Source: an optimization exercise on an open RTL-to-GDS flow (aim: a short achievable clock period and few clock cycles per item). Production flows keep margins and buffers that such runs may drop.
Where RTL was checked, it was by simulation tests only, not by an equivalence proof against the original.
For runs 1 and 3, only the layout was checked, not whether the RTL still works.
Power is estimated from default activity; no workload was simulated.

[design/flow/config.mk]
export PLATFORM = sky130hd
export DESIGN_NAME = sliding_window_sender
export DESIGN_NICKNAME = sliding_window_sender
export VERILOG_FILES = /design/flow/design.v
export SDC_FILE = /design/flow/constraint.sdc
export NUM_CORES = 4
export LEC_CHECK = 0
export ABC_CLOCK_PERIOD_IN_PS = 2500
export CAP_MARGIN = 20
export CORE_MARGIN = 2
export CORE_UTILIZATION = 65
export PLACE_DENSITY = 0.75
export SLEW_MARGIN = 20
[design/flow/constraint.sdc]
create_clock -name core_clock -period 8.0 [get_ports {clock}]
set_input_delay 1.6000 -clock core_clock [delete_from_list [all_inputs] [get_ports {clock}]]
set_output_delay 1.6000 -clock core_clock [all_outputs]
set_load 0.01 [all_outputs]
[design/flow/design.v]
package swsnd_pkg;
   localparam logic [1:0] OP_START  = 2'd0;
   localparam logic [1:0] OP_ACK    = 2'd1;
   localparam logic [1:0] OP_HSDONE = 2'd2;
   localparam logic [1:0] OP_TICK   = 2'd3;
   localparam logic [2:0] EV_SEND      = 3'd0;
   localparam logic [2:0] EV_RESEND    = 3'd1;
   localparam logic [2:0] EV_HANDSHAKE = 3'd2;
   localparam logic [2:0] EV_EARLY     = 3'd3;
   localparam logic [2:0] EV_DONE      = 3'd4;
   localparam logic [1:0] PH_CLOSED   = 2'd0;
   localparam logic [1:0] PH_HANDSHK  = 2'd1;
   localparam logic [1:0] PH_TRANSFER = 2'd2;
   localparam int CMDQ_DEPTH = 2;
   localparam int CMDQ_AW    = 1;
   typedef struct packed {
      logic [15:0] packet_count;
      logic [10:0] last_len;
      logic [15:0] timeout_ticks;
   } cfg_type;
   typedef struct packed {
      logic [1:0]  op;
      logic [15:0] ack_seq;
      logic        seq_in_count;    
   } cmd_type;
   typedef struct packed {
      logic [2:0]  event_res;
      logic [15:0] packet_seq;
      logic [10:0] data_len;
   } result_type;
endpackage
module swsnd_front (
   input  logic        clock,
   input  logic        reset,
   input  logic        req_tvalid,
   output logic        req_tready,
   input  logic [1:0]  kind,
   input  logic [15:0] ack_seq,
   output logic        item_valid,
   output logic [1:0]  item_kind,
   output logic [15:0] item_seq,
   input  logic        item_take
);
   logic        skid_valid_ff;
   logic [1:0]  skid_kind_ff;
   logic [15:0] skid_seq_ff;
   assign req_tready = !skid_valid_ff;
   assign item_valid = skid_valid_ff || req_tvalid;
   assign item_kind  = skid_valid_ff ? skid_kind_ff : kind;
   assign item_seq   = skid_valid_ff ? skid_seq_ff  : ack_seq;
   always_ff @(posedge clock) begin
      if (reset) begin
         skid_valid_ff <= 1'b0;
      end else if (skid_valid_ff) begin
         if (item_take) skid_valid_ff <= 1'b0;
      end else if (req_tvalid && !item_take) begin
         skid_valid_ff <= 1'b1;
      end
   end
   always_ff @(posedge clock) begin
      if (!skid_valid_ff) begin
         skid_kind_ff <= kind;
         skid_seq_ff  <= ack_seq;
      end
   end
endmodule
module swsnd_cmdq #(
   parameter int W     = 8,
   parameter int DEPTH = 8
) (
   input  logic         clock,
   input  logic         reset,
   input  logic         write,
   input  logic         push,
   input  logic [W-1:0] push_data,
   output logic         full,
   input  logic         pop,
   output logic         not_empty,
   output logic [W-1:0] head
);
   localparam int AW = $clog2(DEPTH);
   logic [W-1:0]   entry_ff [DEPTH];
   logic [AW:0]    wr_ptr_ff, rd_ptr_ff;    
   logic [AW:0]    rd_next;
   logic [DEPTH:0] level_ff;                
   logic           give_back_ff;            
   logic           not_empty_ff;
   logic [1:0]     up;
   assign full      = level_ff[DEPTH];
   assign not_empty = not_empty_ff;
   assign head      = entry_ff[rd_ptr_ff[AW-1:0]];
   assign rd_next   = rd_ptr_ff + (AW+1)'(pop);
   assign up = 2'(write) - 2'(pop) - 2'(give_back_ff);
   always_ff @(posedge clock) begin
      if (reset) begin
         wr_ptr_ff    <= '0;
         rd_ptr_ff    <= '0;
         level_ff     <= (DEPTH+1)'(1);
         give_back_ff <= 1'b0;
         not_empty_ff <= 1'b0;
      end else begin
         if (push) wr_ptr_ff <= wr_ptr_ff + 1'b1;
         rd_ptr_ff    <= rd_next;
         give_back_ff <= write && !push;
         not_empty_ff <= push || rd_next != wr_ptr_ff;
         unique case (up)
            2'd1: level_ff <= {level_ff[DEPTH-1:0], 1'b0};
            2'd3: level_ff <= {1'b0, level_ff[DEPTH:1]};
            2'd2: level_ff <= {2'b0, level_ff[DEPTH:2]};
            default: ;
         endcase
      end
   end
   always_ff @(posedge clock) begin
      if (write) entry_ff[wr_ptr_ff[AW-1:0]] <= push_data;
   end
endmodule
module swsnd_back #(
   parameter int DW = 46
) (
   input  logic          clock,
   input  logic          reset,
   input  logic [15:0]   packet_count,
   input  logic [15:0]   pc_minus1,
   input  logic          pc_nonzero,
   input  logic [7:0]    pc_lo_onehot,
   input  logic [7:0]    pc_lo_less,      
   input  logic [7:0]    hsdone_mask,     
   input  logic [7:0]    hsdone_len,      
   input  logic          pc_write,        
   input  logic [15:0]   pc_wdata,
   input  logic [15:0]   timeout_ticks,
   input  logic [15:0]   to_minus1,
   input  logic          timeout_zero,
   input  logic          timeout_max,
   input  logic          item_valid,
   input  logic [1:0]    item_kind,
   input  logic [15:0]   item_seq,
   output logic          item_take,
   input  logic          q_full,
   output logic          q_write,
   output logic          q_push,
   output logic [DW-1:0] q_data
);
   localparam logic [1:0] PH_CLOSED   = 2'd0;
   localparam logic [1:0] PH_HANDSHK  = 2'd1;
   localparam logic [1:0] PH_TRANSFER = 2'd2;
   logic        x_valid_ff;
   logic [3:0]  x_kind_ff;             
   logic [15:0] x_seq_ff;
   logic [7:0]  x_lo_ff;               
   logic        x_e0_ff, x_e1_ff, x_e2_ff, x_z0_ff, x_z1_ff;
   logic        mv_carry_ff, mv_clear_ff;
   logic [1:0]  phase_ff, phase_in;
   logic [12:0] bh_ff, bh_in;          
   logic [13:0] bhp1_ff, bhp1_in;      
   logic [13:0] bhp2_ff, bhp2_in;      
   logic [2:0]  bl_ff, bl_in;          
   logic [7:0]  bloh_ff, bloh_in;      
   logic [7:0]  abovebl, geb_in;       
   logic [7:0]  acked_ff, acked_in;
   logic [7:0]  outst_ff, outst_in;
   logic [15:0] age_ff [8];
   logic [15:0] age_in [8];
   logic [7:0]  ge_ff, ge_in;          
   logic [13:0] dist_ff, dist_in;      
   logic [6:0]  df_ff, df_in;          
   logic [6:0]  df_dec, df_pc;
   logic        proc, x_free;
   logic        hi0, hi1, inwin, ack_tr, slide, set_only;
   logic        is_start, is_hsdone, is_tick, clear, early;
   logic [7:0]  run_s, nlt_s, lt1_s, lt2_s, fire, hs_mask, bln_oh;
   logic [7:0]  age_gep, age_get;
   logic [2:0]  bl_n;
   logic        carry, done, allrun;
   logic        lq0, lq1, lq2, dz, d1, d2, d3, dgt0, dgt1, dgt2, pml;
   logic [7:0]  lo_lt, lt0_s, ltc_s, needm;
   logic [13:0] bhp3, new_hi;
   logic [6:0]  df_new;
   logic        pc_wrote_ff;           
   logic        done_pre, pc_top, base_lt;
   logic [12:0] pc_hi, pm_hi;
   logic [2:0]  pc_lo, pm_lo;
   logic [7:0]  d_emask, d_first;
   logic        d_resend, d_sorder;
   logic [2:0]  d_bl;
   logic [12:0] d_hi;
   logic [7:0]  d_lenm;
   logic        d_tail;
   logic [2:0]  d_tail_ev;
   logic [7:0]  len_slide, len_tick, len_hs;
   logic [7:0]  fire_any, first_fire;
   assign pc_hi = packet_count[15:3];
   assign pc_lo = packet_count[2:0];
   assign pm_hi = pc_minus1[15:3];
   assign pm_lo = pc_minus1[2:0];
   assign proc      = x_valid_ff && !q_full;
   assign x_free    = !x_valid_ff || proc;
   assign item_take = item_valid && x_free;
   always_ff @(posedge clock) begin
      if (reset) begin
         x_valid_ff  <= 1'b0;
         mv_carry_ff <= 1'b0;
         mv_clear_ff <= 1'b0;
      end else begin
         if (x_free) x_valid_ff <= item_valid;
         if (proc) begin
            mv_carry_ff <= slide && carry;
            mv_clear_ff <= clear;
         end else if (x_free) begin
            mv_carry_ff <= 1'b0;
            mv_clear_ff <= 1'b0;
         end
      end
   end
   always_ff @(posedge clock) begin
      if (x_free) begin
         x_kind_ff <= 4'd1 << item_kind;
         x_seq_ff  <= item_seq;
         x_lo_ff   <= 8'd1 << item_seq[2:0];
         x_e0_ff   <= item_seq[15:3] == bh_ff;
         x_e1_ff   <= {1'b0, item_seq[15:3]} == bhp1_ff;
         x_e2_ff   <= {1'b0, item_seq[15:3]} == bhp2_ff;
         x_z0_ff   <= item_seq[15:3] == 13'd0;
         x_z1_ff   <= item_seq[15:3] == 13'd1;
      end
   end
   assign is_start  = proc && x_kind_ff[0];
   assign is_hsdone = proc && x_kind_ff[2] && phase_ff != PH_CLOSED;
   assign is_tick   = proc && x_kind_ff[3] && phase_ff != PH_CLOSED;
   assign clear     = is_start || is_hsdone;
   assign early     = proc && x_kind_ff[1] && phase_ff == PH_HANDSHK;
   assign hi0 = mv_clear_ff ? x_z0_ff : mv_carry_ff ? x_e1_ff : x_e0_ff;
   assign hi1 = mv_clear_ff ? x_z1_ff : mv_carry_ff ? x_e2_ff : x_e1_ff;
   assign ack_tr   = proc && x_kind_ff[1] && phase_ff == PH_TRANSFER;
   assign inwin    = (hi0 && (x_lo_ff & abovebl) != '0) || (hi1 && (x_lo_ff & ~abovebl) != '0);
   assign base_lt  = dgt0 || (dz && (lo_lt & bloh_ff) != '0);    
   assign slide    = ack_tr && hi0 && (x_lo_ff & bloh_ff) != '0 && base_lt;
   assign set_only = ack_tr && inwin && (x_lo_ff & ltc_s) != '0;
   always_comb begin
      for (int i = 0; i < 8; i++) begin
         run_s[i] = 1'b0;
         for (int b = 0; b < 8; b++) begin
            logic t;
            t = bloh_ff[b];
            for (int m = 1; m < 8; m++) begin
               if (m <= ((i - b + 8) % 8)) t = t && acked_ff[(b + m) % 8];
            end
            run_s[i] = run_s[i] || t;
         end
      end
      allrun = &(acked_ff | bloh_ff);
      for (int i = 0; i < 8; i++) bln_oh[i] = allrun ? bloh_ff[i] : (run_s[(i + 7) % 8] && !run_s[i]);
   end
   always_comb begin
      bl_n = '0;
      for (int i = 0; i < 8; i++) if (bln_oh[i]) bl_n = bl_n | 3'(i);
   end
   assign carry  = run_s[7];
   function automatic logic [6:0] dflags(input logic [13:0] d);
      dflags = {$signed(d) > 14'sd2, $signed(d) > 14'sd1, $signed(d) > 14'sd0,
                d == 14'd3, d == 14'd2, d == 14'd1, d == 14'd0};
   endfunction
   assign df_pc  = dflags({1'b0, pc_hi});
   assign new_hi = {1'b0, pc_wdata[15:3]};
   assign bhp3   = bhp2_ff + 14'd1;
   assign df_new = {new_hi > bhp2_ff, new_hi > bhp1_ff, new_hi > {1'b0, bh_ff},
                    new_hi == bhp3, new_hi == bhp2_ff, new_hi == bhp1_ff, new_hi == {1'b0, bh_ff}};
   assign df_dec = {$signed(dist_ff) > 14'sd3, df_ff[6:5], dist_ff == 14'd4, df_ff[3:1]};
   assign {dgt2, dgt1, dgt0, d3, d2, d1, dz} = df_ff;
   assign pc_top   = d1 && (pc_lo_onehot & bloh_ff) != '0;     
   assign done_pre = (ltc_s & bloh_ff) != '0 && (nlt_s & bloh_ff) == '0;
   assign done     = done_pre && (needm & ~acked_ff) == '0 &&
                     (pc_top || (acked_ff & pc_lo_onehot) == '0);
   always_comb begin
      for (int i = 0; i < 8; i++) begin
         lt0_s[i] = dgt0 || (dz && lo_lt[i]);
         lt1_s[i] = dgt1 || (d1 && lo_lt[i]);
         lt2_s[i] = dgt2 || (d2 && lo_lt[i]);
         nlt_s[i] = abovebl[i] ? lt1_s[i] : lt2_s[i];
         ltc_s[i] = abovebl[i] ? lt0_s[i] : lt1_s[i];    
         needm[i] = ltc_s[i] && !bloh_ff[i];
      end
      lo_lt   = pc_lo_less;
      hs_mask = hsdone_mask;
   end
   always_comb begin
      logic seen;
      seen = 1'b0;
      for (int i = 0; i < 8; i++) begin
         fire_any[i]   = outst_ff[i] && ge_ff[i];
         first_fire[i] = fire_any[i] && !seen;
         seen          = seen || fire_any[i];
      end
   end
   always_comb begin
      for (int i = 0; i < 8; i++) begin
         fire[i]    = is_tick && outst_ff[i] && ge_ff[i] && !timeout_max;
         age_get[i] = age_ff[i] >= timeout_ticks;
         age_gep[i] = timeout_zero || age_ff[i] >= to_minus1;
      end
   end
   always_comb begin
      phase_in = phase_ff;
      bh_in    = bh_ff;
      bhp1_in  = bhp1_ff;
      bhp2_in  = bhp2_ff;
      bl_in    = bl_ff;
      bloh_in  = bloh_ff;
      geb_in   = abovebl;
      acked_in = acked_ff;
      outst_in = outst_ff;
      dist_in  = proc ? dist_ff : {1'b0, pc_hi} - {1'b0, bh_ff};
      df_in    = proc ? df_ff : pc_write ? df_new : pc_wrote_ff ? df_ff : dflags(dist_ff);
      for (int i = 0; i < 8; i++) begin
         if (clear || (slide && run_s[i]) || fire[i]) begin
            age_in[i] = '0;
            ge_in[i]  = timeout_zero;
         end else if (is_tick && outst_ff[i]) begin
            age_in[i] = (age_ff[i] == 16'hFFFF) ? 16'hFFFF : age_ff[i] + 16'd1;
            ge_in[i]  = age_gep[i];
         end else begin
            age_in[i] = age_ff[i];
            ge_in[i]  = age_get[i];
         end
      end
      if (clear) begin
         phase_in = is_start ? PH_HANDSHK : PH_TRANSFER;
         bh_in    = '0;
         bhp1_in  = 14'd1;
         bhp2_in  = 14'd2;
         bl_in    = '0;
         bloh_in  = 8'd1;
         geb_in   = 8'hFF;
         dist_in  = {1'b0, pc_hi};
         df_in    = df_pc;
         acked_in = '0;
         outst_in = is_start ? 8'd0 : hs_mask;
      end
      if (set_only) begin
         acked_in = acked_ff | x_lo_ff;
      end
      if (slide) begin
         if (done) phase_in = PH_CLOSED;
         bl_in   = bl_n;
         bloh_in = bln_oh;
         for (int i = 0; i < 8; i++) geb_in[i] = (bln_oh & ~(8'hFE << i)) != '0;
         if (carry) begin
            bh_in   = bhp1_ff[12:0];
            bhp1_in = bhp2_ff;
            bhp2_in = bhp2_ff + 14'd1;
            dist_in = dist_ff - 14'd1;
            df_in   = df_dec;
         end
         acked_in = acked_ff & ~run_s;
         outst_in = (outst_ff & ~run_s) | (nlt_s & run_s);
      end
   end
   always_ff @(posedge clock) begin
      if (reset) phase_ff <= PH_CLOSED;
      else       phase_ff <= phase_in;
   end
   always_ff @(posedge clock) begin
      bh_ff    <= bh_in;
      bhp1_ff  <= bhp1_in;
      bhp2_ff  <= bhp2_in;
      bl_ff    <= bl_in;
      bloh_ff  <= bloh_in;
      abovebl  <= geb_in;
      acked_ff <= acked_in;
      outst_ff <= outst_in;
      ge_ff    <= ge_in;
      dist_ff  <= dist_in;
      df_ff    <= df_in;
      pc_wrote_ff <= pc_write;
      for (int i = 0; i < 8; i++) age_ff[i] <= age_in[i];
   end
   assign pml = pc_lo == 3'd0;
   assign len_hs = hsdone_len;
   assign lq0 = pc_nonzero && (pml ? d1 : dz);
   assign lq1 = pc_nonzero && (pml ? d2 : d1);
   assign lq2 = pc_nonzero && (pml ? d3 : d2);
   always_comb begin
      for (int j = 0; j < 8; j++) begin
         len_slide[j] = (!abovebl[j] ? lq2 : lq1) && 3'(j) == pm_lo;
         len_tick[j]  = (!abovebl[j] ? lq1 : lq0) && 3'(j) == pm_lo;
      end
   end
   always_comb begin
      d_resend  = x_kind_ff[3];
      d_sorder  = x_kind_ff[1];
      d_bl      = (x_kind_ff[1] && phase_ff == PH_HANDSHK) ? x_seq_ff[2:0] :
                  x_kind_ff[2] ? 3'd0 : bl_ff;
      d_tail_ev = x_kind_ff[0] ? 3'd2 : (phase_ff == PH_HANDSHK) ? 3'd3 : 3'd4;
      if (x_kind_ff[1]) begin
         d_hi   = (phase_ff == PH_HANDSHK) ? x_seq_ff[15:3] : bhp1_ff[12:0];
         d_lenm = len_slide;
         d_emask = (phase_ff == PH_HANDSHK) ? 8'd0 : run_s & nlt_s;
         d_first = bloh_ff;
         d_tail  = (phase_ff == PH_HANDSHK) || done;
      end else if (x_kind_ff[3]) begin
         d_hi    = bh_ff;
         d_lenm  = len_tick;
         d_emask = fire;
         d_first = first_fire;
         d_tail  = 1'b0;
      end else begin
         d_hi    = '0;
         d_lenm  = len_hs;
         d_emask = x_kind_ff[2] ? hs_mask : 8'd0;
         d_first = 8'd1;
         d_tail  = x_kind_ff[0];
      end
      q_push = is_start || early || (is_hsdone && pc_nonzero) ||
               (slide && ((nlt_s & bloh_ff) != '0 || done)) || (fire != '0);
   end
   assign q_write = proc;
   assign q_data  = {d_emask, d_first, d_resend, d_sorder, d_bl, d_hi, d_lenm, d_tail, d_tail_ev};
endmodule
module swsnd_seq #(
   parameter int DW = 46
) (
   input  logic          clock,
   input  logic          reset,
   input  logic [15:0]   packet_count,
   input  logic [10:0]   last_len,
   input  logic          q_not_empty,
   input  logic [DW-1:0] q_head,
   output logic          q_pop,
   output logic          rsp_valid,
   input  logic          rsp_ready,
   output logic [2:0]    rsp_ev,
   output logic [15:0]   rsp_seq,
   output logic [10:0]   rsp_len,
   output logic          rsp_last
);
   logic [7:0]    q_emask, q_first;
   logic          q_resend, q_sorder;
   logic [2:0]    q_bl;
   logic [12:0]   q_hi;
   logic [7:0]    q_lenm;
   logic          q_tail;
   logic [2:0]    q_tail_ev;
   logic [7:0]    q_geb, q_ltb;
   logic          q_one;
   logic          c_one_ff;           
   logic          c_has_ff;           
   logic [7:0]    c_low_ff;           
   logic          c_valid_ff;
   logic [7:0]    c_emask_ff;
   logic          c_resend_ff;
   logic [7:0]    c_geb_ff, c_ltb_ff, c_lenm_ff;
   logic [12:0]   c_hi0_ff, c_hi1_ff;
   logic          c_tail_ff;
   logic [2:0]    c_tail_ev_ff;
   logic [15:0]   c_tail_seq_ff;
   logic [7:0]    low, rest;
   logic [2:0]    s;
   logic          has_pkt, wrap, lastlen, emit, finish, load;
   logic [30:0]   beat;
   logic          o_valid_ff, k_valid_ff;
   logic [30:0]   o_ff, k_ff;
   assign {q_emask, q_first, q_resend, q_sorder, q_bl, q_hi, q_lenm, q_tail, q_tail_ev} = q_head;
   always_comb begin
      for (int i = 0; i < 8; i++) begin
         q_ltb[i] = 3'(i) < q_bl;
         q_geb[i] = !q_sorder || !q_ltb[i];
      end
   end
   function automatic logic atmost1(input logic [7:0] m);
      logic seen, two;
      seen = 1'b0;
      two  = 1'b0;
      for (int i = 0; i < 8; i++) begin
         two  = two || (seen && m[i]);
         seen = seen || m[i];
      end
      atmost1 = !two;
   endfunction
   function automatic logic [7:0] lowest(input logic [7:0] m);
      logic seen;
      seen = 1'b0;
      for (int i = 0; i < 8; i++) begin
         lowest[i] = m[i] && !seen;
         seen      = seen || m[i];
      end
   endfunction
   assign q_one    = atmost1(q_emask);
   function automatic logic [7:0] next_beat(input logic [7:0] m, input logic [7:0] geb);
      next_beat = ((m & geb) != '0) ? lowest(m & geb) : lowest(m);
   endfunction
   always_comb begin
      low = c_low_ff;
      s = '0;
      for (int i = 0; i < 8; i++) if (low[i]) s = s | 3'(i);
   end
   assign rest    = c_emask_ff & ~low;
   assign has_pkt = c_has_ff;
   assign wrap    = (low & c_ltb_ff) != '0;
   assign lastlen = (low & c_lenm_ff) != '0;
   always_comb begin
      if (has_pkt) begin
         beat = {c_resend_ff ? 3'd1 : 3'd0, wrap ? c_hi1_ff : c_hi0_ff, s,
                 lastlen ? last_len : 11'd1024, c_one_ff && !c_tail_ff};
      end else begin
         beat = {c_tail_ev_ff, c_tail_seq_ff, 11'd0, 1'b1};
      end
   end
   assign emit   = c_valid_ff && !k_valid_ff;
   assign finish = emit && beat[0];
   assign load   = !c_valid_ff || finish;
   assign q_pop  = q_not_empty && load;
   always_ff @(posedge clock) begin
      if (reset) begin
         c_valid_ff <= 1'b0;
      end else if (load) begin
         c_valid_ff <= q_not_empty;
      end
   end
   always_ff @(posedge clock) begin
      if (load) begin
         c_emask_ff    <= q_emask;
         c_one_ff      <= q_one;
         c_has_ff      <= q_emask != '0;
         c_low_ff      <= q_first;
         c_resend_ff   <= q_resend;
         c_geb_ff      <= q_geb;
         c_ltb_ff      <= q_ltb;
         c_lenm_ff     <= q_lenm;
         c_hi0_ff      <= q_hi;
         c_hi1_ff      <= q_hi + 13'd1;
         c_tail_ff     <= q_tail;
         c_tail_ev_ff  <= q_tail_ev;
         c_tail_seq_ff <= (q_tail_ev == 3'd3) ? {q_hi, q_bl} : packet_count;
      end else if (emit) begin
         c_emask_ff <= rest;
         c_one_ff   <= atmost1(rest);
         c_has_ff   <= !c_one_ff;
         c_low_ff   <= next_beat(rest, c_geb_ff);
      end
   end
   always_ff @(posedge clock) begin
      if (reset) begin
         o_valid_ff <= 1'b0;
         k_valid_ff <= 1'b0;
      end else if (!o_valid_ff || rsp_ready) begin
         o_valid_ff <= k_valid_ff || emit;
         k_valid_ff <= 1'b0;
      end else if (emit) begin
         k_valid_ff <= 1'b1;
      end
   end
   always_ff @(posedge clock) begin
      if (!o_valid_ff || rsp_ready) o_ff <= k_valid_ff ? k_ff : beat;
      if (!k_valid_ff) k_ff <= beat;
   end
   assign rsp_valid = o_valid_ff;
   assign {rsp_ev, rsp_seq, rsp_len, rsp_last} = o_ff;
endmodule
module sliding_window_sender #(
   parameter int WINDOW_SLOTS  = 8,
   parameter int PAYLOAD_BYTES = 1024
) (
   input  logic        clock,
   input  logic        reset,
   input  logic        req_tvalid,
   output logic        req_tready,
   input  logic [15:0] req_tdata,    
   input  logic [1:0]  req_tuser,    
   output logic        rsp_tvalid,
   input  logic        rsp_tready,
   output logic [31:0] rsp_tdata,    
   output logic [2:0]  rsp_tuser,    
   output logic        rsp_tlast,    
   input  logic        csr_we,
   input  logic [1:0]  csr_index,
   input  logic [15:0] csr_wdata
);
   localparam int DW = 46;
   localparam int QDEPTH = 8;
   logic [15:0] packet_count_ff, timeout_ff, pcm1_ff, tom1_ff;
   logic [7:0]  pcl_oh_ff, lo_lt_ff, hs_mask_ff, len_hs_ff;
   logic        pc_wr;
   logic [10:0] last_len_ff;
   logic        pc_nz_ff, tmax_ff, tzero_ff;
   logic          item_valid, item_take;
   logic [1:0]    item_kind;
   logic [15:0]   item_seq;
   logic          q_full, q_write, q_push, q_pop, q_not_empty;
   logic [DW-1:0] q_data, q_head;
   logic [15:0]   rsp_seq;
   logic [10:0]   rsp_len;
   assign pc_wr = csr_we && csr_index == 2'd0;
   always_ff @(posedge clock) begin
      if (reset) begin
         packet_count_ff <= 16'd1;
         pcm1_ff         <= 16'd0;
         pc_nz_ff        <= 1'b1;
         pcl_oh_ff       <= 8'b0000_0010;
         lo_lt_ff        <= 8'b0000_0001;
         hs_mask_ff      <= 8'b0000_0001;
         len_hs_ff       <= 8'b0000_0001;
         last_len_ff     <= 11'd1024;
         timeout_ff      <= 16'd100;
         tom1_ff         <= 16'd99;
         tzero_ff        <= 1'b0;
         tmax_ff         <= 1'b0;
      end else if (csr_we) begin
         if (csr_index == 2'd0) begin
            packet_count_ff <= csr_wdata;
            pcm1_ff         <= csr_wdata - 16'd1;
            pc_nz_ff        <= csr_wdata != '0;
            pcl_oh_ff       <= 8'd1 << csr_wdata[2:0];
            for (int i = 0; i < 8; i++) begin
               lo_lt_ff[i]   <= 3'(i) < csr_wdata[2:0];
               hs_mask_ff[i] <= csr_wdata[15:3] != '0 || 3'(i) < csr_wdata[2:0];
               len_hs_ff[i]  <= csr_wdata == 16'(i + 1);    
            end
         end
         if (csr_index == 2'd1) last_len_ff <= csr_wdata[10:0];
         if (csr_index == 2'd2) begin
            timeout_ff <= csr_wdata;
            tom1_ff    <= csr_wdata - 16'd1;
            tzero_ff   <= csr_wdata == 16'd0;
            tmax_ff    <= csr_wdata == 16'hFFFF;
         end
      end
   end
   swsnd_front u_front (
      .clock      (clock),
      .reset      (reset),
      .req_tvalid (req_tvalid),
      .req_tready (req_tready),
      .kind       (req_tuser),
      .ack_seq    (req_tdata),
      .item_valid (item_valid),
      .item_kind  (item_kind),
      .item_seq   (item_seq),
      .item_take  (item_take)
   );
   swsnd_back #(.DW(DW)) u_back (
      .clock         (clock),
      .reset         (reset),
      .packet_count  (packet_count_ff),
      .timeout_ticks (timeout_ff),
      .pc_minus1     (pcm1_ff),
      .pc_nonzero    (pc_nz_ff),
      .pc_lo_onehot  (pcl_oh_ff),
      .pc_lo_less    (lo_lt_ff),
      .hsdone_mask   (hs_mask_ff),
      .hsdone_len    (len_hs_ff),
      .pc_write      (pc_wr),
      .pc_wdata      (csr_wdata),
      .to_minus1     (tom1_ff),
      .timeout_zero  (tzero_ff),
      .timeout_max   (tmax_ff),
      .item_valid    (item_valid),
      .item_kind     (item_kind),
      .item_seq      (item_seq),
      .item_take     (item_take),
      .q_full        (q_full),
      .q_write       (q_write),
      .q_push        (q_push),
      .q_data        (q_data)
   );
   swsnd_cmdq #(.W(DW), .DEPTH(QDEPTH)) u_cmdq (
      .clock     (clock),
      .reset     (reset),
      .write     (q_write),
      .push      (q_push),
      .push_data (q_data),
      .full      (q_full),
      .pop       (q_pop),
      .not_empty (q_not_empty),
      .head      (q_head)
   );
   swsnd_seq #(.DW(DW)) u_seq (
      .clock       (clock),
      .reset       (reset),
      .packet_count(packet_count_ff),
      .last_len    (last_len_ff),
      .q_not_empty (q_not_empty),
      .q_head      (q_head),
      .q_pop       (q_pop),
      .rsp_valid   (rsp_tvalid),
      .rsp_ready   (rsp_tready),
      .rsp_ev      (rsp_tuser),
      .rsp_seq     (rsp_seq),
      .rsp_len     (rsp_len),
      .rsp_last    (rsp_tlast)
   );
   assign rsp_tdata = {5'd0, rsp_len, rsp_seq};
endmodule
[design/flow/flow/run.sh]
#!/bin/bash
set -euo pipefail
bash standard.sh SETUP_SLACK_MARGIN=5.4 \
  "BUFFER_PORTS_ARGS=-buffer_cell sky130_fd_sc_hd__buf_4" \
  finish > run_standard.log 2>&1
[design/flow/standard.sh]
#!/bin/bash
# synth_recipe.tcl (not shown) runs the flow's synth.tcl, then flattens the netlist and writes it again
# the make line also repeats each setting of config.mk as NAME=value (left out here)
make -C /OpenROAD-flow-scripts/flow DESIGN_CONFIG=/design/flow/config.mk WORK_HOME=/design/flow/orfs CLKGATE_MAP_FILE= SYNTH_SCRIPT=/design/flow/synth_recipe.tcl "${@:-finish}"
==> results of run 1 <==
-- cell usage after synthesis (75+ instances only) --
library cell	number
xnor2_1	106
nor2_1	349
dfxtp_1	371
mux2i_1	82
inv_1	150
mux4_2	92
nor3_1	75
edfxtp_1	553
o21ai_0	207
clkbuf_1	123
nand2_1	394
ha_1	332
nand3_1	158
a21oi_1	299
nand4_1	88
-- repair_timing --
action / 4_1_cts / 5_1_grt
cloned: 10 / 4
gates resized for setup: 183 / 122
pin swaps: 35 / 37
buffers inserted: 96 / 49
endpoints found under the setup margin: 702 / 361
-- worst paths after layout --
path | from | to | cells after the start
worst max-delay path | u_seq.o_ff[8] | rsp_tdata[23] | 1
worst min-delay path | timeout_ff[12] | timeout_ff[12] | 2
worst max register to register | u_back.bhp2_ff[0] | u_back.df_ff[3] | 8
worst min register to register | timeout_ff[12] | timeout_ff[12] | 2
-- power by group through the flow --
stage | clock network (uW) | logic [uW] | registers, uW
floorplan | 0 | 1540 | 5810
global placement | 0 | 1910 | 5940
detailed placement | 0 | 1960 | 5950
CTS | 4540 | 2260 | 5820
global route | 4720 | 2580 | 5860
finish | 4510 | 2400 | 5830
-- layer usage --
layer / wire length [um] / part of all wire (%) / vias up
li1: - / - / 16513
met1: 56900 / 40 / 17941
met2: 64200 / 45 / 2289
met3: 15600 / 11 / 420
met4: 6180 / 4.3 / 0
met5: 0 / 0 / -
-- cells by family after synthesis --
group	count (synthesis)	synth area share [%]
and+or+nand+nor	1336	13.6
AOI/OAI and AO/OA	941	12.7
DFF	924	50.7
buffers and inverters	361	3.16
adders and majority gates	337	8.92
muxes	242	7.76
xor gates and xnor gates	169	3.12
other	2	0.0159
-- registers in the layout, summed over array words and instances, names as in the netlist, 9 cells and up, named ones only --
register	cells
u_seq.k_ff	31
u_back.x_seq_ff	16
u_front.skid_seq_ff	16
u_back.dist_ff	14
u_seq.c_tail_seq_ff	16
tom1_ff	16
u_back.bhp2_ff	14
u_back.bhp1_ff	14
packet_count_ff	16
u_cmdq.entry_ff	368
u_seq.c_hi0_ff	13
timeout_ff	16
u_back.bh_ff	13
u_back.age_ff	128
last_len_ff	11
u_seq.c_hi1_ff	13
u_cmdq.level_ff	9
u_seq.o_ff	31
-- through the flow --
step | utilization, % | hold WS (ns) | power [uW] | instances
after floorplan | - | 0.431 | 7360 | 4316
after global placement | 68.4 | 0.443 | 7850 | 5174
after detailed placement | 68.4 | 0.448 | 7910 | 5175
after CTS | 75.4 | 0.456 | 12600 | 5457
after global routing | 76.9 | 0.476 | 13200 | 5511
final | 76.9 | 0.456 | 12700 | 5514
-- cell type report --
type | instances | area, um2
repair buffers | 267 | 2720
clock buffers | 127 | 2580
inverters | 155 | 652
multi-input cells | 3036 | 23400
flip-flops and latches | 924 | 24100
repair inverters | 3 | 26.3
clock inverters | 49 | 612
well taps | 950 | 1190
diodes | 3 | 7.51
fillers | 4573 | 16600
==> results.py, run 1 <==
metrics = {
    "outcome": {
        "status": "timing/DRC/antenna clean",
    },
    "route": {
        "first_iter_violations": 4981,
        "wl_mm": 143,
        "drc": 0,
        "routed_via_density": 6.74,
        "wire_per_inst_um": 25.9,
        "vias": 37163,
        "drt_first_pass_iters": 7,
        "postRouteAntennaNets": 0,
    },
    "layout": {
        "final_cell_mix": "edfxtp_1, nand2_1, dfxtp_1",
        "drive_gt1_share_pct": 18.2,
        "final_common_cell": "edfxtp_1",
        "nets": 4855,
        "area_delta_synth_final_pct": 16.6,
        "final_area_um2": 55200,
    },
    "run": {
        "cap_violations": 0,
    },
    "cts": {
        "numCtsBuffers": 93,
        "htreeDepth": 3,
        "cts_root_buf": "clkbuf_16",
        "hold_buffers": 0,
        "clock_sinks": 924,
        "cts_tree": "done",
        "clkSlewWorstSetupHoldPaths_ns": 0.06,
        "cts_buffer_depth": 3,
        "insertion_delay_ns": 0.70,
    },
    "global_routing": {
        "gr-total-overflow": 0,
        "antenna_found_initial": 7,
        "grtUsageTotal_pct": 37.4,
        "grt_util_met1_pct": 52.5,
        "first_global_vias": 35153,
        "grt_max_degree": 96,
        "groute.layer.met2.usage_pct": 58.1,
        "use_met3_pct": 6.61,
        "grt_pass1_wl_mm": 212,
        "grt-busiest-layer": "met2",
    },
    "timing": {
        "max_freq_mhz": 349,
        "finalMaxSlewViolations": 0,
        "worst_slew_pin_slew_ns": 1.25,
        "hold_viol": 0,
        "min_period_ns": 2.87,
        "tns_ns": 0,
        "setup_ws_ns": 5.13,
        "relSlewSlack_pct": 16.4,
        "setup_viol": 0,
        "rsz0062_at_grt": "true",
        "skew_ns": 0.0624,
        "period_share_pct": 35.9,
    },
    "placed_design": {
        "portBuffers": 73,
        "pre_cts_slack_ns": 3.98,
        "place_area_um2": 49100,
        "place.gp.congestion": 1.02,
        "dp_hpwl_mm": 88.5,
    },
    "power": {
        "combPwrFrac_pct": 18.9,
        "p_sw_uw": 3580,
        "p_per_area_nw_per_um2": 231,
        "p_leak_uw": 0.0206,
        "vdd_drop_max_mv": 0.293,
        "switching_share_pct": 28.1,
        "clkPwrFrac_pct": 35.4,
        "internal_power_uw": 9160,
        "seqPwrFrac_pct": 45.8,
    },
    "worst_setup_path": {
        "start_kind": "register",
        "crit_path_top_delay_cell": "edfxtp_1",
        "worstPathArrival_ns": 1.27,
        "cp-end-kind": "primary output",
        "path_cells": "buf_6",
        "slowest_delay_ns": 0.42,
        "cp_num_buf_inv": 1,
        "critPathTopFamily": "flip-flops",
        "rrSetupSlack_ns": 5.38,
        "path_class": "reg2out",
        "worstPathMaxFanout": 1,
        "cp.required_ns": 6.40,
    },
    "floorplanning": {
        "num_io_pins": 79,
        "die_h_um": 274,
        "die_area_um2": 75000,
        "core_um2": 71900,
        "initial_core_util_pct": 65.9,
        "die_w_um": 274,
        "num_rows": 98,
    },
    "yosys": {
        "post_synth.cell_area_avg_um2": 11.0,
        "synth_top_cell_area_share_pct": 35.1,
        "postSynth.asyncResetShare_pct": 0,
        "yosysSeqAreaShare_pct": 50.7,
        "synth_edf_count": 553,
        "synth_top_cell_by_area": "edfxtp_1",
        "syn_area_um2": 47400,
        "synthFlopType": "edfxtp_1",
        "synth_area_leaders": "edfxtp_1, dfxtp_1, ha_1",
        "ys_ff_latch": 924,
        "synth.distinct_cells": 104,
        "synth_warnings": 7,
        "synthCells": 4312,
    },
    "hold_path": {
        "hold_path_class": "reg2reg",
    },
}
==> inputs of run 2 (changes only) <==
--- a/design/flow/design.v
+++ b/design/flow/design.v
@@ -258,7 +258,7 @@
    end
    assign carry  = run_s[7];
    function automatic logic [6:0] dflags(input logic [13:0] d);
-      dflags = {$signed(d) > 14'sd2, $signed(d) > 14'sd1, $signed(d) > 14'sd0,
+      dflags = {!d[13] && d[12:0] > 13'd2, !d[13] && d[12:0] > 13'd1, !d[13] && d[12:0] != '0,
                 d == 14'd3, d == 14'd2, d == 14'd1, d == 14'd0};
    endfunction
    assign df_pc  = dflags({1'b0, pc_hi});
@@ -266,7 +266,7 @@
    assign bhp3   = bhp2_ff + 14'd1;
    assign df_new = {new_hi > bhp2_ff, new_hi > bhp1_ff, new_hi > {1'b0, bh_ff},
                     new_hi == bhp3, new_hi == bhp2_ff, new_hi == bhp1_ff, new_hi == {1'b0, bh_ff}};
-   assign df_dec = {$signed(dist_ff) > 14'sd3, df_ff[6:5], dist_ff == 14'd4, df_ff[3:1]};
+   assign df_dec = {!dist_ff[13] && dist_ff[12:0] > 13'd3, df_ff[6:5], dist_ff == 14'd4, df_ff[3:1]};
    assign {dgt2, dgt1, dgt0, d3, d2, d1, dz} = df_ff;
    assign pc_top   = d1 && (pc_lo_onehot & bloh_ff) != '0;     
    assign done_pre = (ltc_s & bloh_ff) != '0 && (nlt_s & bloh_ff) == '0;
==> design/flow/run.sh (new file) <==
#!/bin/bash
# synth_recipe.tcl (not shown) runs the flow's synth.tcl, then flattens the netlist and writes it again
# the make line also repeats each setting of config.mk as NAME=value (left out here)
make -C /OpenROAD-flow-scripts/flow DESIGN_CONFIG=/design/flow/config.mk WORK_HOME=/design/flow/orfs CLKGATE_MAP_FILE= SYNTH_SCRIPT=/design/flow/synth_recipe.tcl finish
--- a/design/flow/config.mk
+++ b/design/flow/config.mk
@@ -10,4 +10,5 @@
 export CORE_MARGIN = 2
 export CORE_UTILIZATION = 65
 export PLACE_DENSITY = 0.75
+export SETUP_SLACK_MARGIN = 5
 export SLEW_MARGIN = 20
removed: design/flow/flow/run.sh
removed: design/flow/standard.sh
==> run 2 against run 1 <==
Clock skew down 0.016 ns. Total power up 1.2%. Final cell count down 1.8%. Critical endpoint is now u_cmdq.wr_ptr_ff[0]. Die area down 0.14%.
==> results.py, run 2 <==
metrics = {
    "power": {
        "power_uw": 12900,
        "p_per_area_nw_per_um2": 240,
        "vdd_drop_max_mv": 0.255,
        "p_leak_uw": 0.0201,
    },
    "worst_setup_path": {
        "cp.required_ns": 8.57,
        "worstPathMaxFanout": 5,
        "path_class": "reg2reg",
        "start_kind": "register",
        "rrSetupSlack_ns": 5.00,
        "worstPathArrival_ns": 3.57,
        "cp-end-kind": "register",
    },
    "route": {
        "m1WireLength_mm": 56.3,
        "routed_via_density": 6.69,
        "wl_met3_mm": 13.2,
        "wl_mm": 137,
        "wire_per_inst_um": 25.3,
        "drc": 0,
        "highest_layer": "met5",
        "vias": 36240,
        "drt_first_pass_iters": 6,
        "first_iter_violations": 4161,
        "postRouteAntennaNets": 0,
        "dr_wl_met2_mm": 61.9,
    },
    "timing": {
        "tns_ns": 0,
        "worst_slew_pin_slew_ns": 1.07,
        "hold_slack_ns": 0.451,
        "max_freq_mhz": 334,
        "skew_ns": 0.0468,
        "relSlewSlack_pct": 27.8,
        "hold_viol": 0,
        "setup_viol": 0,
        "period_share_pct": 37.5,
        "min_period_ns": 3.00,
        "rsz0062_at_grt": "true",
        "finalMaxSlewViolations": 0,
    },
    "global_routing": {
        "first_global_vias": 34557,
        "grt_max_degree": 92,
        "gr-total-overflow": 0,
        "grtUsageTotal_pct": 36.1,
        "antenna_found_initial": 9,
        "grt_pass1_wl_mm": 206,
    },
    "yosys": {
        "ys_ff_latch": 924,
        "post_synth.cell_area_avg_um2": 11.0,
        "syn_area_um2": 47300,
        "yosysSeqAreaShare_pct": 50.8,
        "postSynth.asyncResetShare_pct": 0,
        "synth_warnings": 7,
        "synthCells": 4286,
        "synth_area_leaders": "edfxtp_1, dfxtp_1, ha_1",
        "synth_top_cell_area_share_pct": 35.1,
        "synthFlopType": "edfxtp_1",
        "synth_top_cell_by_area": "edfxtp_1",
        "synth_most_common_cell": "edfxtp_1",
        "synth_edf_count": 553,
        "synth.distinct_cells": 89,
        "synth_common_cells": "edfxtp_1, dfxtp_1, nand2_1",
    },
    "cts": {
        "clock_sinks": 924,
        "cts_root_buf": "clkbuf_16",
        "cts_tree": "done",
        "htreeDepth": 3,
        "numCtsBuffers": 95,
        "cts_buffer_depth": 3,
        "clkSlewWorstSetupHoldPaths_ns": 0.06,
        "insertion_delay_ns": 0.69,
    },
    "outcome": {
        "status": "timing/DRC/antenna clean",
    },
    "floorplanning": {
        "num_io_pins": 79,
        "initial_core_util_pct": 65.9,
        "num_rows": 98,
        "die_area_um2": 74900,
        "core_um2": 71700,
        "die_w_um": 274,
        "die_h_um": 274,
    },
    "layout": {
        "nets": 4753,
        "area_delta_synth_final_pct": 13.3,
        "drive_gt1_share_pct": 13.0,
        "final_cell_mix": "edfxtp_1, dfxtp_1, nand2_1",
        "largest_register_ffs": 368,
        "final_common_cell": "edfxtp_1",
    },
    "run": {
        "cap_violations": 0,
    },
    "placed_design": {
        "dp_hpwl_mm": 89.4,
        "portBuffers": 73,
        "place.gp.congestion": 1.01,
    },
    "hold_path": {
        "hold_path_class": "reg2reg",
    },
}
==> run 2: routing by layer <==
| layer | GRT usage, % | vias to the layer above |
|---|---|---|
| met5 | 0 | - |
| met3 | 6.67 | 351 |
| met1 | 50.5 | 17649 |
| li1 | - | 16312 |
| met4 | 15.7 | 2 |
| met2 | 55.4 | 1926 |
==> run 2: power by group <==
part	switching (uW)	total, uW	internal, uW
Sequential	302	5850	5550
Clock	1950	4730	2780
Combinational	1330	2310	976
Total	3590	12900	9300
==> run 2: cell type report <==
| type | count | area (um2) |
|---|---|---|
| Sequential cell | 924 | 24000 |
| Multi-Input combinational cell | 2995 | 22400 |
| Fill cell | 4803 | 18100 |
| Clock buffer | 139 | 2720 |
| Timing Repair Buffer | 202 | 1900 |
| Tap cell | 950 | 1190 |
| Clock inverter | 41 | 667 |
| Inverter | 160 | 633 |
| Antenna cell | 5 | 12.5 |
| Timing Repair inverter | 1 | 8.76 |
==> run 2: cells by family (layout without fill, tap and decap cells) <==
kind of cell	after synthesis	count (layout)	synth area share, %
flip-flops	924	924	50.8
AO/OA/AOI/OAI	948	948	12.9
XOR/XNOR	174	174	3.22
buffers and inverters	373	543	3.16
multiplexers	247	247	7.83
adder cells (fa/ha/maj)	335	335	8.88
other	2	11	0.0159
AND/OR/NAND/NOR	1283	1285	13.2
==> run 2: what timing repair did <==
item / in CTS / in global routing
cloned: 4 / 3
setup endpoints to repair: 662 / 183
buffers inserted: 39 / 34
resized for setup: 162 / 77
hold buffers: 0 / 0
pin swaps: 16 / 17
==> run 2: final timing paths <==
kind	cells past startpoint	end	from
max	7	u_cmdq.wr_ptr_ff[0]	register
min	2	timeout_ff[14]	timeout_ff[14]
max reg2reg	7	u_cmdq.wr_ptr_ff[0]	register
min reg2reg	2	timeout_ff[14]	timeout_ff[14]
==> run 2: through the flow <==
stage / setup slack, ns / cell area, um2 / std cells / util [%]
floorplan: 4.79 / 47600 / 4290 / -
global placement: 3.73 / 49000 / 5152 / 68.3
detailed placement: 3.64 / 49000 / 5152 / 68.3
CTS: 5.00 / 53100 / 5375 / 74.0
global route: 4.93 / 53600 / 5415 / 74.7
finish: 5.00 / 53600 / 5417 / 74.7
==> run 2: critical path, stage by stage (launching register included) <==
cell	delay, ns
edfxtp_1	0.54
a222oi_1	0.70
nand2_1	0.18
nor2_1	0.30
o22ai_1	0.20
a211oi_2	0.35
o21bai_1	0.27
mux2_1	0.37
Testbench counts of run 2, summed over its fixed seeds: cycles 21,144, items 19,083.
==> inputs of run 3 (changes only) <==
--- a/design/flow/design.v
+++ b/design/flow/design.v
@@ -42,19 +42,25 @@
    input  logic        item_take
 );
    logic        skid_valid_ff;
+   logic        ready_ff;             
    logic [1:0]  skid_kind_ff;
    logic [15:0] skid_seq_ff;
-   assign req_tready = !skid_valid_ff;
+   assign req_tready = ready_ff;
    assign item_valid = skid_valid_ff || req_tvalid;
    assign item_kind  = skid_valid_ff ? skid_kind_ff : kind;
    assign item_seq   = skid_valid_ff ? skid_seq_ff  : ack_seq;
    always_ff @(posedge clock) begin
       if (reset) begin
          skid_valid_ff <= 1'b0;
+         ready_ff      <= 1'b1;
       end else if (skid_valid_ff) begin
-         if (item_take) skid_valid_ff <= 1'b0;
+         if (item_take) begin
+            skid_valid_ff <= 1'b0;
+            ready_ff      <= 1'b1;
+         end
       end else if (req_tvalid && !item_take) begin
          skid_valid_ff <= 1'b1;
+         ready_ff      <= 1'b0;
       end
    end
    always_ff @(posedge clock) begin
@@ -116,7 +122,7 @@
    end
 endmodule
 module swsnd_back #(
-   parameter int DW = 46
+   parameter int DW = 38
 ) (
    input  logic          clock,
    input  logic          reset,
@@ -181,15 +187,18 @@
    logic        done_pre, pc_top, base_lt;
    logic [12:0] pc_hi, pm_hi;
    logic [2:0]  pc_lo, pm_lo;
-   logic [7:0]  d_emask, d_first;
+   logic [7:0]  d_emask;
+   logic [2:0]  d_first, fire_idx, d_lasts;
+   logic        d_lastv, d_has, d_one;
    logic        d_resend, d_sorder;
    logic [2:0]  d_bl;
    logic [12:0] d_hi;
    logic [7:0]  d_lenm;
    logic        d_tail;
-   logic [2:0]  d_tail_ev;
+   logic [1:0]  d_tail_ev;
    logic [7:0]  len_slide, len_tick, len_hs;
    logic [7:0]  fire_any, first_fire;
+   logic        fire_one;
    assign pc_hi = packet_count[15:3];
    assign pc_lo = packet_count[2:0];
    assign pm_hi = pc_minus1[15:3];
@@ -292,6 +301,14 @@
          first_fire[i] = fire_any[i] && !seen;
          seen          = seen || fire_any[i];
       end
+      fire_one = 1'b1;
+      seen     = 1'b0;
+      for (int i = 0; i < 8; i++) begin
+         if (seen && fire_any[i]) fire_one = 1'b0;
+         seen = seen || fire_any[i];
+      end
+      fire_idx = '0;
+      for (int i = 0; i < 8; i++) if (first_fire[i]) fire_idx = fire_idx | 3'(i);
    end
    always_comb begin
       for (int i = 0; i < 8; i++) begin
@@ -391,34 +408,46 @@
       d_sorder  = x_kind_ff[1];
       d_bl      = (x_kind_ff[1] && phase_ff == PH_HANDSHK) ? x_seq_ff[2:0] :
                   x_kind_ff[2] ? 3'd0 : bl_ff;
-      d_tail_ev = x_kind_ff[0] ? 3'd2 : (phase_ff == PH_HANDSHK) ? 3'd3 : 3'd4;
+      d_tail_ev = x_kind_ff[0] ? 2'd1 : (phase_ff == PH_HANDSHK) ? 2'd2 : 2'd0;
       if (x_kind_ff[1]) begin
          d_hi   = (phase_ff == PH_HANDSHK) ? x_seq_ff[15:3] : bhp1_ff[12:0];
          d_lenm = len_slide;
          d_emask = (phase_ff == PH_HANDSHK) ? 8'd0 : run_s & nlt_s;
-         d_first = bloh_ff;
+         d_first = bl_ff;
+         d_has   = phase_ff != PH_HANDSHK && (nlt_s & bloh_ff) != '0;
+         d_one   = (nlt_s & run_s & {bloh_ff[6:0], bloh_ff[7]}) == '0;
          d_tail  = (phase_ff == PH_HANDSHK) || done;
       end else if (x_kind_ff[3]) begin
          d_hi    = bh_ff;
          d_lenm  = len_tick;
          d_emask = fire;
-         d_first = first_fire;
+         d_first = fire_idx;
+         d_has   = fire_any != '0 && !timeout_max;
+         d_one   = fire_one;
          d_tail  = 1'b0;
       end else begin
          d_hi    = '0;
          d_lenm  = len_hs;
          d_emask = x_kind_ff[2] ? hs_mask : 8'd0;
-         d_first = 8'd1;
+         d_first = 3'd0;
+         d_has   = x_kind_ff[2] && hs_mask[0];
+         d_one   = !hs_mask[1];
          d_tail  = x_kind_ff[0];
       end
       q_push = is_start || early || (is_hsdone && pc_nonzero) ||
                (slide && ((nlt_s & bloh_ff) != '0 || done)) || (fire != '0);
    end
    assign q_write = proc;
-   assign q_data  = {d_emask, d_first, d_resend, d_sorder, d_bl, d_hi, d_lenm, d_tail, d_tail_ev};
+   always_comb begin
+      d_lastv = d_lenm != '0;
+      d_lasts = '0;
+      for (int i = 0; i < 8; i++) if (d_lenm[i]) d_lasts = d_lasts | 3'(i);
+   end
+   assign q_data  = {d_emask, d_first, d_has, d_one, d_resend, d_sorder, d_bl, d_hi, d_lastv, d_lasts,
+                     d_tail, d_tail_ev};
 endmodule
 module swsnd_seq #(
-   parameter int DW = 46
+   parameter int DW = 38
 ) (
    input  logic          clock,
    input  logic          reset,
@@ -427,6 +456,9 @@
    input  logic          q_not_empty,
    input  logic [DW-1:0] q_head,
    output logic          q_pop,
+   input  logic          w_push,      
+   input  logic [DW-1:0] w_data,
+   output logic          w_take,      
    output logic          rsp_valid,
    input  logic          rsp_ready,
    output logic [2:0]    rsp_ev,
@@ -434,15 +466,16 @@
    output logic [10:0]   rsp_len,
    output logic          rsp_last
 );
-   logic [7:0]    q_emask, q_first;
+   logic [7:0]    q_emask;
+   logic [2:0]    q_first, q_lasts;
+   logic          q_lastv, q_has, q_one_f;
+   logic [DW-1:0] h;
    logic          q_resend, q_sorder;
    logic [2:0]    q_bl;
    logic [12:0]   q_hi;
-   logic [7:0]    q_lenm;
    logic          q_tail;
-   logic [2:0]    q_tail_ev;
+   logic [1:0]    q_tail_ev;
    logic [7:0]    q_geb, q_ltb;
-   logic          q_one;
    logic          c_one_ff;           
    logic          c_has_ff;           
    logic [7:0]    c_low_ff;           
@@ -460,7 +493,9 @@
    logic [30:0]   beat;
    logic          o_valid_ff, k_valid_ff;
    logic [30:0]   o_ff, k_ff;
-   assign {q_emask, q_first, q_resend, q_sorder, q_bl, q_hi, q_lenm, q_tail, q_tail_ev} = q_head;
+   assign h = q_not_empty ? q_head : w_data;
+   assign {q_emask, q_first, q_has, q_one_f, q_resend, q_sorder, q_bl, q_hi, q_lastv, q_lasts,
+           q_tail, q_tail_ev} = h;
    always_comb begin
       for (int i = 0; i < 8; i++) begin
          q_ltb[i] = 3'(i) < q_bl;
@@ -485,7 +520,6 @@
          seen      = seen || m[i];
       end
    endfunction
-   assign q_one    = atmost1(q_emask);
    function automatic logic [7:0] next_beat(input logic [7:0] m, input logic [7:0] geb);
       next_beat = ((m & geb) != '0) ? lowest(m & geb) : lowest(m);
    endfunction
@@ -510,28 +544,29 @@
    assign finish = emit && beat[0];
    assign load   = !c_valid_ff || finish;
    assign q_pop  = q_not_empty && load;
+   assign w_take = !q_not_empty && load;
    always_ff @(posedge clock) begin
       if (reset) begin
          c_valid_ff <= 1'b0;
       end else if (load) begin
-         c_valid_ff <= q_not_empty;
+         c_valid_ff <= q_not_empty || w_push;
       end
    end
    always_ff @(posedge clock) begin
       if (load) begin
          c_emask_ff    <= q_emask;
-         c_one_ff      <= q_one;
-         c_has_ff      <= q_emask != '0;
-         c_low_ff      <= q_first;
+         c_one_ff      <= q_one_f;
+         c_has_ff      <= q_has;
+         c_low_ff      <= 8'd1 << q_first;
          c_resend_ff   <= q_resend;
          c_geb_ff      <= q_geb;
          c_ltb_ff      <= q_ltb;
-         c_lenm_ff     <= q_lenm;
+         c_lenm_ff     <= q_lastv ? 8'd1 << q_lasts : 8'd0;
          c_hi0_ff      <= q_hi;
          c_hi1_ff      <= q_hi + 13'd1;
          c_tail_ff     <= q_tail;
-         c_tail_ev_ff  <= q_tail_ev;
-         c_tail_seq_ff <= (q_tail_ev == 3'd3) ? {q_hi, q_bl} : packet_count;
+         c_tail_ev_ff  <= (q_tail_ev == 2'd0) ? 3'd4 : (q_tail_ev == 2'd1) ? 3'd2 : 3'd3;
+         c_tail_seq_ff <= (q_tail_ev == 2'd2) ? {q_hi, q_bl} : packet_count;
       end else if (emit) begin
          c_emask_ff <= rest;
          c_one_ff   <= atmost1(rest);
@@ -576,7 +611,7 @@
    input  logic [1:0]  csr_index,
    input  logic [15:0] csr_wdata
 );
-   localparam int DW = 46;
+   localparam int DW = 38;
    localparam int QDEPTH = 8;
    logic [15:0] packet_count_ff, timeout_ff, pcm1_ff, tom1_ff;
    logic [7:0]  pcl_oh_ff, lo_lt_ff, hs_mask_ff, len_hs_ff;
@@ -586,7 +621,7 @@
    logic          item_valid, item_take;
    logic [1:0]    item_kind;
    logic [15:0]   item_seq;
-   logic          q_full, q_write, q_push, q_pop, q_not_empty;
+   logic          q_full, q_write, q_push, q_pop, q_not_empty, w_take, q_keep;
    logic [DW-1:0] q_data, q_head;
    logic [15:0]   rsp_seq;
    logic [10:0]   rsp_len;
@@ -663,11 +698,12 @@
       .q_push        (q_push),
       .q_data        (q_data)
    );
+   assign q_keep = q_push && !w_take;
    swsnd_cmdq #(.W(DW), .DEPTH(QDEPTH)) u_cmdq (
       .clock     (clock),
       .reset     (reset),
       .write     (q_write),
-      .push      (q_push),
+      .push      (q_keep),
       .push_data (q_data),
       .full      (q_full),
       .pop       (q_pop),
@@ -682,6 +718,9 @@
       .q_not_empty (q_not_empty),
       .q_head      (q_head),
       .q_pop       (q_pop),
+      .w_push      (q_push),
+      .w_data      (q_data),
+      .w_take      (w_take),
       .rsp_valid   (rsp_tvalid),
       .rsp_ready   (rsp_tready),
       .rsp_ev      (rsp_tuser),
==> design/flow/flow/run.sh (new file) <==
#!/bin/bash
set -euo pipefail
bash standard.sh SETUP_SLACK_MARGIN=5.4 \
  "BUFFER_PORTS_ARGS=-buffer_cell sky130_fd_sc_hd__buf_4" \
  finish > run_standard.log 2>&1
==> design/flow/standard.sh (new file) <==
#!/bin/bash
# synth_recipe.tcl (not shown) runs the flow's synth.tcl, then flattens the netlist and writes it again
# the make line also repeats each setting of config.mk as NAME=value (left out here)
make -C /OpenROAD-flow-scripts/flow DESIGN_CONFIG=/design/flow/config.mk WORK_HOME=/design/flow/orfs CLKGATE_MAP_FILE= SYNTH_SCRIPT=/design/flow/synth_recipe.tcl "${@:-finish}"
--- a/design/flow/config.mk
+++ b/design/flow/config.mk
@@ -10,5 +10,4 @@
 export CORE_MARGIN = 2
 export CORE_UTILIZATION = 65
 export PLACE_DENSITY = 0.75
-export SETUP_SLACK_MARGIN = 5
 export SLEW_MARGIN = 20
removed: design/flow/run.sh
==> run 3 against run 2 <==
Still clean. Clock skew decreased by 0.027 ns. Utilization increased by 4.1 points. Synthesized cell count increased by 0.30%. Hold slack improved by 0.0059 ns. Final cell count increased by 2.4%. Die area decreased by 3.8%. First-iteration DRC count increased by 29%. Fmax increased by 1.7%. Clock power decreased by 11%. Count of clock-buffer cells in the layout decreased by 9. Largest cell class is now multi-input gates. Largest power group unchanged.
==> results.py, run 3 <==
metrics = {
    "outcome": {
        "status": "timing/DRC/antenna clean",
    },
    "route": {
        "drt_first_pass_iters": 10,
        "postRouteAntennaNets": 0,
        "first_iter_violations": 5374,
        "wire_per_inst_um": 26.3,
        "vias": 37795,
        "drc": 0,
        "wl_mm": 146,
        "routed_via_density": 6.82,
    },
    "worst_setup_path": {
        "reg2reg_depth": 11,
        "crit_path_top_delay_cell": "edfxtp_1",
        "rr_startpoint": "u_back.abovebl[5]",
        "start_kind": "register",
        "slowest_delay_ns": 0.48,
        "reg2reg_to": "u_cmdq.wr_ptr_ff[3]",
        "path_class": "reg2reg",
        "cp-end-kind": "register",
        "path_cells": "buf_4 > nand2_1 > o221ai_1 > a221oi_1 > nand3_2 > nor4_4 > buf_6 > o31ai_4 > buf_12 > or3_4 > a21oi_2",
        "worstPathMaxFanout": 8,
        "rrSetupSlack_ns": 5.05,
        "cp.required_ns": 8.59,
        "worstPathArrival_ns": 3.53,
    },
    "power": {
        "vdd_drop_max_mv": 0.181,
        "combPwrFrac_pct": 19.3,
        "p_leak_uw": 0.0208,
        "seqPwrFrac_pct": 44.7,
        "switching_share_pct": 28.3,
        "p_per_area_nw_per_um2": 217,
        "internal_power_uw": 8450,
        "clkPwrFrac_pct": 35.9,
        "p_sw_uw": 3330,
    },
    "hold_path": {
        "min_path_cells": 2,
        "hold_path_class": "reg2reg",
        "min_to": "timeout_ff[15]",
        "min_from": "timeout_ff[15]",
    },
    "yosys": {
        "synth_top_cell_by_area": "edfxtp_1",
        "synth_area_leaders": "edfxtp_1, dfxtp_1, ha_1",
        "synth_common_cells": "edfxtp_1, dfxtp_1, nand2_1",
        "syn_area_um2": 45500,
        "postSynth.asyncResetShare_pct": 0,
        "ys_ff_latch": 861,
        "post_synth.cell_area_avg_um2": 10.6,
        "yosysSeqAreaShare_pct": 48.7,
        "synth.distinct_cells": 93,
        "synthFlopType": "edfxtp_1",
        "synth_edf_count": 489,
        "synth_warnings": 7,
        "synth_top_cell_area_share_pct": 32.3,
        "synth_most_common_cell": "edfxtp_1",
        "synthCells": 4299,
    },
    "cts": {
        "hold_buffers": 0,
        "insertion_delay_ns": 0.66,
        "cts_root_buf": "clkbuf_16",
        "cts_tree": "done",
        "clock_sinks": 861,
        "numCtsBuffers": 89,
        "cts_buffer_depth": 3,
        "htreeDepth": 3,
        "clkSlewWorstSetupHoldPaths_ns": 0.07,
    },
    "floorplanning": {
        "num_rows": 96,
        "num_io_pins": 79,
        "die_h_um": 268,
        "die_area_um2": 72100,
        "core_um2": 68900,
        "initial_core_util_pct": 66.0,
        "die_w_um": 268,
    },
    "timing": {
        "rsz0062_at_grt": "true",
        "period_share_pct": 36.8,
        "worst_slew_pin_slew_ns": 1.01,
        "setup_ws_ns": 5.05,
        "relSlewSlack_pct": 32.8,
        "skew_ns": 0.0194,
        "min_period_ns": 2.95,
        "hold_viol": 0,
        "finalMaxSlewViolations": 0,
        "tns_ns": 0,
        "max_freq_mhz": 339,
        "setup_viol": 0,
    },
    "placed_design": {
        "portBuffers": 73,
        "place_area_um2": 47200,
        "dp_hpwl_mm": 90.4,
        "pre_cts_slack_ns": 4.14,
        "place.gp.congestion": 0.979,
        "dp_cells": 5136,
    },
    "layout": {
        "nets": 4910,
        "drive_gt1_share_pct": 20.0,
        "layoutNonFillerInstCount": 5545,
        "largest_register_ffs": 304,
        "final_area_um2": 54400,
        "fillCellCount": 4322,
        "final_cell_mix": "edfxtp_1, dfxtp_1, nand2_1",
        "final_common_cell": "edfxtp_1",
        "area_delta_synth_final_pct": 19.6,
    },
    "global_routing": {
        "grt_max_degree": 86,
        "gr-total-overflow": 0,
        "grtUsageTotal_pct": 38.5,
        "first_global_vias": 34601,
        "antenna_found_initial": 8,
        "grt_pass1_wl_mm": 209,
    },
    "run": {
        "cap_violations": 0,
    },
}
[run 3: final cells by class]
cell class,count,area (um2),share of cell area (%)
Timing Repair inverter,4,36.3,0.0667
Antenna cell,3,7.51,0.0138
Clock buffer,130,2580,4.75
Multi-Input combinational cell,3062,23800,43.7
Sequential cell,861,22200,40.8
Clock inverter,36,417,0.766
Inverter,166,708,1.30
Tap cell,931,1160,2.14
Timing Repair Buffer,352,3500,6.44
[run 3: stage by stage]
stage	util (%)	total power (uW)	hold WS, ns
5_1_grt	78.9	12100	0.484
6_report	78.9	11800	0.457
3_5_place_dp	68.5	7150	0.448
4_1_cts	76.3	11500	0.458
3_3_place_gp	68.5	7120	0.445
2_1_floorplan	-	6530	0.430
[run 3: critical path: cells and delay by family, from the launching register on]
kind / cells / cell delay, ns
flip-flops: 1 / 0.48
buffers and inverters: 3 / 0.54
AND/OR/NAND/NOR: 4 / 0.84
AO/OA/AOI/OAI: 4 / 1.00
[run 3: power by group through the flow]
| stage | registers, uW | logic, uW | clock network (uW) |
|---|---|---|---|
| floorplan | 5250 | 1280 | 0 |
| global placement | 5360 | 1760 | 0 |
| detailed placement | 5370 | 1780 | 0 |
| CTS | 5250 | 2060 | 4230 |
| global route | 5290 | 2410 | 4410 |
| finish | 5270 | 2280 | 4230 |
[run 3: how the worst max path moves through the flow]
stage,from,to,slack (ns),cells past startpoint
floorplan,csr_wdata[11],len_hs_ff[3],4.58,8
global placement,csr_we,u_back.df_ff[0],4.16,9
detailed placement,csr_we,u_back.df_ff[0],4.14,9
CTS,u_seq.o_ff[3],rsp_tdata[18],5.10,1
global route,csr_wdata[9],len_hs_ff[2],5.03,10
finish,u_back.abovebl[5],u_cmdq.wr_ptr_ff[3],5.05,11
[run 3: kinds of logic after synthesis]
family | Yosys count | synth area share [%]
buf+inv | 384 | 3.42
xor+xnor | 185 | 3.56
mux | 217 | 6.92
flops | 861 | 48.7
simple gates | 1277 | 13.6
fa+ha+maj | 335 | 9.24
other cells | 2 | 0.0165
compound gates | 1038 | 14.6
[run 3: repair_timing]
item,4_1_cts,5_1_grt
setup endpoints to repair,655,273
buffers inserted,126,95
pin swaps,69,78
gates cloned,9,10
resized for setup,295,161
[run 3: per-layer routing]
metal / vias to the layer above / share of wire [%] / track usage [%]
met5: - / 0 / 0
met4: 0 / 6.3 / 19.3
met3: 568 / 12 / 8.23
met2: 2515 / 44 / 57.9
met1: 18097 / 38 / 53.2
li1: 16615 / - / -

-- re-timing with driven ports --
In the flow no input, the clock included, has a driving cell. The finished layouts below were timed again as built, in two steps. Step 1 (the two cells are an assumption about what drives the block):
set clk [get_ports {clock}]
set_driving_cell -lib_cell sky130_fd_sc_hd__clkbuf_16 $clk
set_driving_cell -lib_cell sky130_fd_sc_hd__buf_2 [delete_from_list [all_inputs] $clk]
Step 2 moves the port delays by t, midway between the first and last clock arrival at a register: inputs arrive t later, outputs are due t later. That takes back most of the time a late clock gives input paths. Three values: no drivers, after step 1, after step 2; two values: the first two.
run	t (ns)	setup WS [ns]	hold WS [ns]	worst slew at a driven data input, ns	cell pins on the clock port's net
run 1	0.743	5.131 / 5.059 / 4.452	0.456 / 0.456 / 0.456	0.10	1
run 2	0.733	5.004 / 4.949 / 4.374	0.451 / 0.451 / 0.451	0.08	1
run 3	0.715	5.054 / 5.054 / 4.434	0.457 / 0.457 / 0.457	0.09	1
After both steps setup and hold are still met in every run listed. The setup slack of run 1, which loses most, moves by -0.072 ns with the drivers and by -0.679 ns with both steps.
